What follows belongs to an exercise in optimizing a design on an open flow for small area, a short achievable clock period and few clock cycles per item; a production flow would make more cautious choices. In this exercise RTL edits were held to simulation tests only and were not proved equivalent to the original. Power and IR drop assume default switching activity.

==> flow/design.v <==
package spp_pkg;
    localparam logic [1:0] KIND_TICK = 2'd0;
    localparam logic [1:0] KIND_MOVE = 2'd1;
    localparam logic [1:0] KIND_HOME = 2'd2;
    localparam logic [1:0] MODE_IDLE   = 2'd0;
    localparam logic [1:0] MODE_SETTLE = 2'd1;
    localparam logic [1:0] MODE_STEP   = 2'd2;
    localparam logic [1:0] MODE_HOME   = 2'd3;
    localparam logic [2:0] CFG_FULL_TRAVEL   = 3'd0;
    localparam logic [2:0] CFG_STEP_PERIOD   = 3'd1;
    localparam logic [2:0] CFG_HOMING_PERIOD = 3'd2;
    localparam logic [2:0] CFG_HOMING_EXTRA  = 3'd3;
    localparam logic [2:0] CFG_SETTLE        = 3'd4;
    localparam logic [15:0] RST_FULL_TRAVEL   = 16'd2000;
    localparam logic [18:0] RST_STEP_HALF     = 19'd500;
    localparam logic [18:0] RST_HOMING_HALF   = 19'd2500;
    localparam logic [15:0] RST_HOMING_EXTRA  = 16'd500;
    localparam logic [15:0] RST_SETTLE        = 16'd1000;
    localparam logic [14:0] PERCENT_FULL_Q8 = 15'd25600;
endpackage
module stepper_position_pulser (
    input  logic               i_clk,
    input  logic               i_rst_n,
    input  logic               push,
    output logic               full,
    input  logic [1:0]         i_kind,
    input  logic signed [15:0] i_target_percent,
    input  logic               pop,
    output logic               empty,
    output logic               o_step_level,
    output logic               o_direction_level,
    output logic [15:0]        o_position_steps,
    output logic               o_busy_res,
    output logic               o_command_ignored,
    input  logic               i_cfg_valid,
    output logic               o_cfg_ready,
    input  logic [2:0]         i_cfg_index,
    input  logic [19:0]        i_cfg_data
);
    logic [15:0] c_travel, c_extra, c_settle;
    logic [18:0] c_shalf, c_hhalf;    
    assign o_cfg_ready = 1'b1;
    always_ff @(posedge i_clk) begin
        if (!i_rst_n) begin
            c_travel <= spp_pkg::RST_FULL_TRAVEL;
            c_shalf  <= spp_pkg::RST_STEP_HALF;
            c_hhalf  <= spp_pkg::RST_HOMING_HALF;
            c_extra  <= spp_pkg::RST_HOMING_EXTRA;
            c_settle <= spp_pkg::RST_SETTLE;
        end else if (i_cfg_valid) begin
            case (i_cfg_index)
                spp_pkg::CFG_FULL_TRAVEL:   c_travel <= i_cfg_data[15:0];
                spp_pkg::CFG_STEP_PERIOD:   c_shalf  <= i_cfg_data[19:1];
                spp_pkg::CFG_HOMING_PERIOD: c_hhalf  <= i_cfg_data[19:1];
                spp_pkg::CFG_HOMING_EXTRA:  c_extra  <= i_cfg_data[15:0];
                spp_pkg::CFG_SETTLE:        c_settle <= i_cfg_data[15:0];
                default: ;   
            endcase
        end
    end
    logic [18:0] hs, hh;
    assign hs = {c_shalf[18:1], c_shalf[0] | (c_shalf[18:1] == 18'd0)};
    assign hh = {c_hhalf[18:1], c_hhalf[0] | (c_hhalf[18:1] == 18'd0)};
    logic        a_v, b_v;
    logic [1:0]  a_kind, b_kind;
    logic [14:0] a_pc, b_pc, in_pc;
    logic        acc, take;
    always_comb begin
        if (i_target_percent[15])                                in_pc = '0;
        else if (i_target_percent[14:0] > spp_pkg::PERCENT_FULL_Q8) in_pc = spp_pkg::PERCENT_FULL_Q8;
        else                                                     in_pc = i_target_percent[14:0];
    end
    assign full = b_v;
    assign acc  = push && !b_v;
    always_ff @(posedge i_clk) begin
        if (!i_rst_n) begin
            a_v <= 1'b0;
            b_v <= 1'b0;
        end else if (take) begin
            if (b_v) b_v <= 1'b0;
            else     a_v <= acc;
        end else if (!a_v) begin
            a_v <= acc;
        end else if (acc) begin
            b_v <= 1'b1;
        end
    end
    always_ff @(posedge i_clk) begin
        if (take && b_v) begin
            a_kind <= b_kind;
            a_pc   <= b_pc;
        end else if (acc && (take || !a_v)) begin
            a_kind <= i_kind;
            a_pc   <= in_pc;
        end
        if (acc && a_v && !take) begin
            b_kind <= i_kind;
            b_pc   <= in_pc;
        end
    end
    logic [15:0] pos;
    logic        dir, pulse;
    logic [1:0]  mode;
    logic [16:0] left;
    logic [18:0] timer;
    logic        ign, rv;
    logic        ph_step, ph_sub, ph_apply;    
    logic [3:0]  cc;
    logic        fbit;
    logic [15:0] n_pos;
    logic        n_dir, n_pulse;
    logic [1:0]  n_mode;
    logic [16:0] n_left;
    logic [18:0] n_timer;
    logic        n_ign, n_rv;
    logic        n_step, n_sub, n_apply;
    logic [3:0]  n_cc;
    logic        calc, idle, res_free, start, exec;
    logic [15:0] add_a, add_b;
    logic [16:0] sum;
    logic [17:0] sum_c;
    logic [1:0]  qd;
    logic [14:0] r_in, pcf, r_new;
    logic [10:0] s_lo;
    logic [15:0] q_base;
    logic        tev, lone, lzero;
    logic [18:0] tdec, reload;
    logic [16:0] ldec;
    logic [15:0] pos_step;
    logic        total_zero;
    assign calc     = ph_step || ph_sub || ph_apply;
    assign idle     = (mode == spp_pkg::MODE_IDLE);
    assign res_free = !rv || pop;
    assign start    = !calc && a_v && (a_kind == spp_pkg::KIND_MOVE) && idle;
    assign exec     = a_v && res_free &&
                      !((a_kind == spp_pkg::KIND_MOVE) && idle && !ph_apply);
    assign take     = exec;
    function automatic logic [6:0] reduce_hi(input logic [5:0] r2, input logic [4:0] p,
                                             input logic c);
        logic [7:0] tc;
        logic [6:0] t;
        tc = {1'b0, r2, 1'b1} + {2'b0, p, c};    
        t  = tc[7:1];
        if (t >= 7'd50)      reduce_hi = {2'd2, 5'(t - 7'd50)};
        else if (t >= 7'd25) reduce_hi = {2'd1, 5'(t - 7'd25)};
        else                 reduce_hi = {2'd0, t[4:0]};
    endfunction
    logic [6:0] hi0, hi1, hi;
    assign r_in   = ph_step ? timer[14:0] : 15'd0;
    assign pcf    = a_pc & {15{fbit}};
    assign s_lo   = {1'b0, r_in[8:0], 1'b0} + {1'b0, pcf[9:0]};
    assign hi0    = reduce_hi(r_in[14:9], pcf[14:10], 1'b0);
    assign hi1    = reduce_hi(r_in[14:9], pcf[14:10], 1'b1);
    assign hi     = s_lo[10] ? hi1 : hi0;
    assign qd     = hi[6:5];
    assign r_new  = {hi[4:0], s_lo[9:0]};
    assign q_base = ph_step ? left[15:0] : 16'hFFFF;
    always_comb begin
        if (ph_sub) begin
            add_a = left[15:0];             
            add_b = pos;
        end else begin
            add_a = c_extra;
            add_b = c_travel;
        end
    end
    assign sum_c = {ph_sub, add_a, 1'b1} + {1'b0, add_b, ph_sub};
    assign sum   = sum_c[17:1];
    assign tev        = (timer == 19'd1);
    assign lzero      = (left[16:1] == 16'd0);
    assign lone       = lzero && left[0];
    assign tdec       = timer - 19'd1;
    assign ldec       = left - 17'd1;
    assign reload     = (mode == spp_pkg::MODE_HOME) ? hh : hs;
    assign pos_step   = dir ? pos + 16'd1 : pos - 16'd1;
    assign total_zero = (c_travel == 16'd0) && (c_extra == 16'd0);
    always_comb begin
        n_pos   = pos;
        n_dir   = dir;
        n_pulse = pulse;
        n_mode  = mode;
        n_left  = left;
        n_timer = timer;
        n_ign   = ign;
        n_rv    = rv && !pop;
        n_step  = ph_step;
        n_sub   = ph_sub;
        n_apply = ph_apply;
        n_cc    = 4'd15;
        if (start || ph_step) begin
            n_left[15:0]  = {(qd[1] ? ldec[14:0] : q_base[14:0]), ~qd[0]};
            n_timer[14:0] = r_new;
            n_step        = 1'b1;
            n_cc          = start ? 4'd14 : cc - 4'd1;
            if (ph_step && cc == 4'd0) begin
                n_step = 1'b0;
                n_sub  = 1'b1;
            end
        end else if (ph_sub) begin
            n_left        = sum;              
            n_sub         = 1'b0;
            n_apply       = 1'b1;
        end
        if (exec) begin
            n_rv  = 1'b1;
            n_ign = 1'b0;
            unique case (a_kind)
                spp_pkg::KIND_TICK: begin
                    if (!idle) begin
                        n_timer = tev ? reload : tdec;
                        if (tev) begin
                            if (mode == spp_pkg::MODE_SETTLE) begin
                                n_mode  = spp_pkg::MODE_STEP;
                                n_pulse = 1'b1;
                            end else if (pulse) begin
                                n_pulse = 1'b0;
                            end else begin
                                if (mode == spp_pkg::MODE_STEP) n_pos = pos_step;
                                n_left = ldec;
                                if (lone) begin
                                    if (mode == spp_pkg::MODE_HOME) n_pos = '0;
                                    n_mode = spp_pkg::MODE_IDLE;
                                end else begin
                                    n_pulse = 1'b1;
                                end
                            end
                        end
                    end
                end
                spp_pkg::KIND_MOVE: begin
                    if (!idle) begin
                        n_ign = 1'b1;
                    end else begin
                        n_apply = 1'b0;
                        if (!(lzero && !left[0])) begin
                            n_dir  = left[16];
                            n_left = left[16] ? ~ldec : left;
                            if (c_settle == 16'd0) begin
                                n_mode  = spp_pkg::MODE_STEP;
                                n_pulse = 1'b1;
                                n_timer = hs;
                            end else begin
                                n_mode  = spp_pkg::MODE_SETTLE;
                                n_pulse = 1'b0;
                                n_timer = {3'd0, c_settle};
                            end
                        end
                    end
                end
                spp_pkg::KIND_HOME: begin
                    if (!idle) begin
                        n_ign = 1'b1;
                    end else begin
                        n_dir = 1'b0;
                        if (total_zero) begin
                            n_pos = '0;
                        end else begin
                            n_left  = sum;            
                            n_mode  = spp_pkg::MODE_HOME;
                            n_pulse = 1'b1;
                            n_timer = hh;
                        end
                    end
                end
                default: ;   
            endcase
        end
    end
    always_ff @(posedge i_clk) begin
        if (!i_rst_n) begin
            pos      <= '0;
            dir      <= 1'b0;
            pulse    <= 1'b0;
            mode     <= spp_pkg::MODE_IDLE;
            rv       <= 1'b0;
            ph_step  <= 1'b0;
            ph_sub   <= 1'b0;
            ph_apply <= 1'b0;
        end else begin
            pos      <= n_pos;
            dir      <= n_dir;
            pulse    <= n_pulse;
            mode     <= n_mode;
            rv       <= n_rv;
            ph_step  <= n_step;
            ph_sub   <= n_sub;
            ph_apply <= n_apply;
        end
    end
    always_ff @(posedge i_clk) begin
        fbit <= c_travel[n_cc];
    end
    always_ff @(posedge i_clk) begin
        left  <= n_left;
        timer <= n_timer;
        ign   <= n_ign;
        cc    <= n_cc;
    end
    assign empty             = !rv;
    assign o_step_level      = pulse;
    assign o_direction_level = dir;
    assign o_position_steps  = pos;
    assign o_busy_res        = !idle;
    assign o_command_ignored = ign;
endmodule
clock: 8.0 ns
lec_check: 0
abc_area: 1
cap_margin: 20
core_margin: 2
core_utilization: 40
setup_slack_margin: 5
slew_margin: 20
run.sh (not shown) runs the stock make flow with config.mk's settings and CLKGATE_MAP_FILE= SYNTH_SCRIPT=/design/flow/synth_recipe.tcl, a recipe that flattens the netlist after the stock synthesis.
The starting point completed with no timing, DRC or antenna violations.
Testbench counts at the start, summed over its fixed seeds: cycles 34,238, items 32,000.
==> next run, changes <==
--- a/flow/design.v
+++ b/flow/design.v
@@ -145,12 +145,18 @@
         else if (t >= 7'd25) reduce_hi = {2'd1, 5'(t - 7'd25)};
         else                 reduce_hi = {2'd0, t[4:0]};
     endfunction
     logic [6:0] hi0, hi1, hi;
     assign r_in   = ph_step ? timer[14:0] : 15'd0;
     assign pcf    = a_pc & {15{fbit}};
+    logic [3:0] ft_msb;
+    always_comb begin
+        ft_msb = 4'd0;
+        for (int i = 1; i < 16; i++)
+            if (c_travel[i]) ft_msb = 4'(i);
+    end
     assign s_lo   = {1'b0, r_in[8:0], 1'b0} + {1'b0, pcf[9:0]};
     assign hi0    = reduce_hi(r_in[14:9], pcf[14:10], 1'b0);
     assign hi1    = reduce_hi(r_in[14:9], pcf[14:10], 1'b1);
     assign hi     = s_lo[10] ? hi1 : hi0;
     assign qd     = hi[6:5];
     assign r_new  = {hi[4:0], s_lo[9:0]};
@@ -169,13 +175,20 @@
     assign tev        = (timer == 19'd1);
     assign lzero      = (left[16:1] == 16'd0);
     assign lone       = lzero && left[0];
     assign tdec       = timer - 19'd1;
     assign ldec       = left - 17'd1;
     assign reload     = (mode == spp_pkg::MODE_HOME) ? hh : hs;
-    assign pos_step   = dir ? pos + 16'd1 : pos - 16'd1;
+    always_comb begin
+        logic run;
+        run = 1'b1;
+        for (int i = 0; i < 16; i++) begin
+            pos_step[i] = pos[i] ^ run;
+            run         = run & (pos[i] ~^ dir);
+        end
+    end
     assign total_zero = (c_travel == 16'd0) && (c_extra == 16'd0);
     always_comb begin
         n_pos   = pos;
         n_dir   = dir;
         n_pulse = pulse;
         n_mode  = mode;
@@ -183,19 +196,19 @@
         n_timer = timer;
         n_ign   = ign;
         n_rv    = rv && !pop;
         n_step  = ph_step;
         n_sub   = ph_sub;
         n_apply = ph_apply;
-        n_cc    = 4'd15;
+        n_cc    = ft_msb;
         if (start || ph_step) begin
             n_left[15:0]  = {(qd[1] ? ldec[14:0] : q_base[14:0]), ~qd[0]};
             n_timer[14:0] = r_new;
             n_step        = 1'b1;
-            n_cc          = start ? 4'd14 : cc - 4'd1;
-            if (ph_step && cc == 4'd0) begin
+            n_cc          = (start ? ft_msb : cc) - 4'd1;
+            if ((start ? ft_msb : cc) == 4'd0) begin
                 n_step = 1'b0;
                 n_sub  = 1'b1;
             end
         end else if (ph_sub) begin
             n_left        = sum;              
             n_sub         = 1'b0;
After rerunning: Worst setup slack gets worse by 0.14 ns. Wire length fell slightly. Non-clock buffer count rises by 53. Utilization grows by 3.0 points. Fmax drops by a few percent. Power rises by roughly a tenth. Synthesized area falls by a few percent.
Testbench counts after the change, summed over its fixed seeds: cycles 33,094, items 32,000.

separate check: timing with driven ports:
The results above use ideal ports. As a check the final layouts listed here were re-extracted and re-timed, cells and wires unchanged. Step 1 (the two cells are an assumption about what drives the block):
set clk [get_ports {i_clk}]
set_driving_cell -lib_cell sky130_fd_sc_hd__clkbuf_16 $clk
set_driving_cell -lib_cell sky130_fd_sc_hd__buf_2 [delete_from_list [all_inputs] $clk]
Step 2, shift: input delay + t, output delay - t, t = (earliest + latest rising clock arrival at the registers) / 2. This alone moves slack from input paths to output paths. Slacks: ideal / step 1 / step 2; pairs: ideal / step 1.
run	t, ns	setup WS [ns]	cell pins on the clock port's net
the first run	0.513	5.051 / 5.022 / 4.565	1
the second run	0.502	4.909 / 4.909 / 4.554	1
After both steps every run listed still meets setup and hold. The setup slack of the first run, which loses most, moves by -0.029 ns with the drivers and by -0.486 ns with both steps.
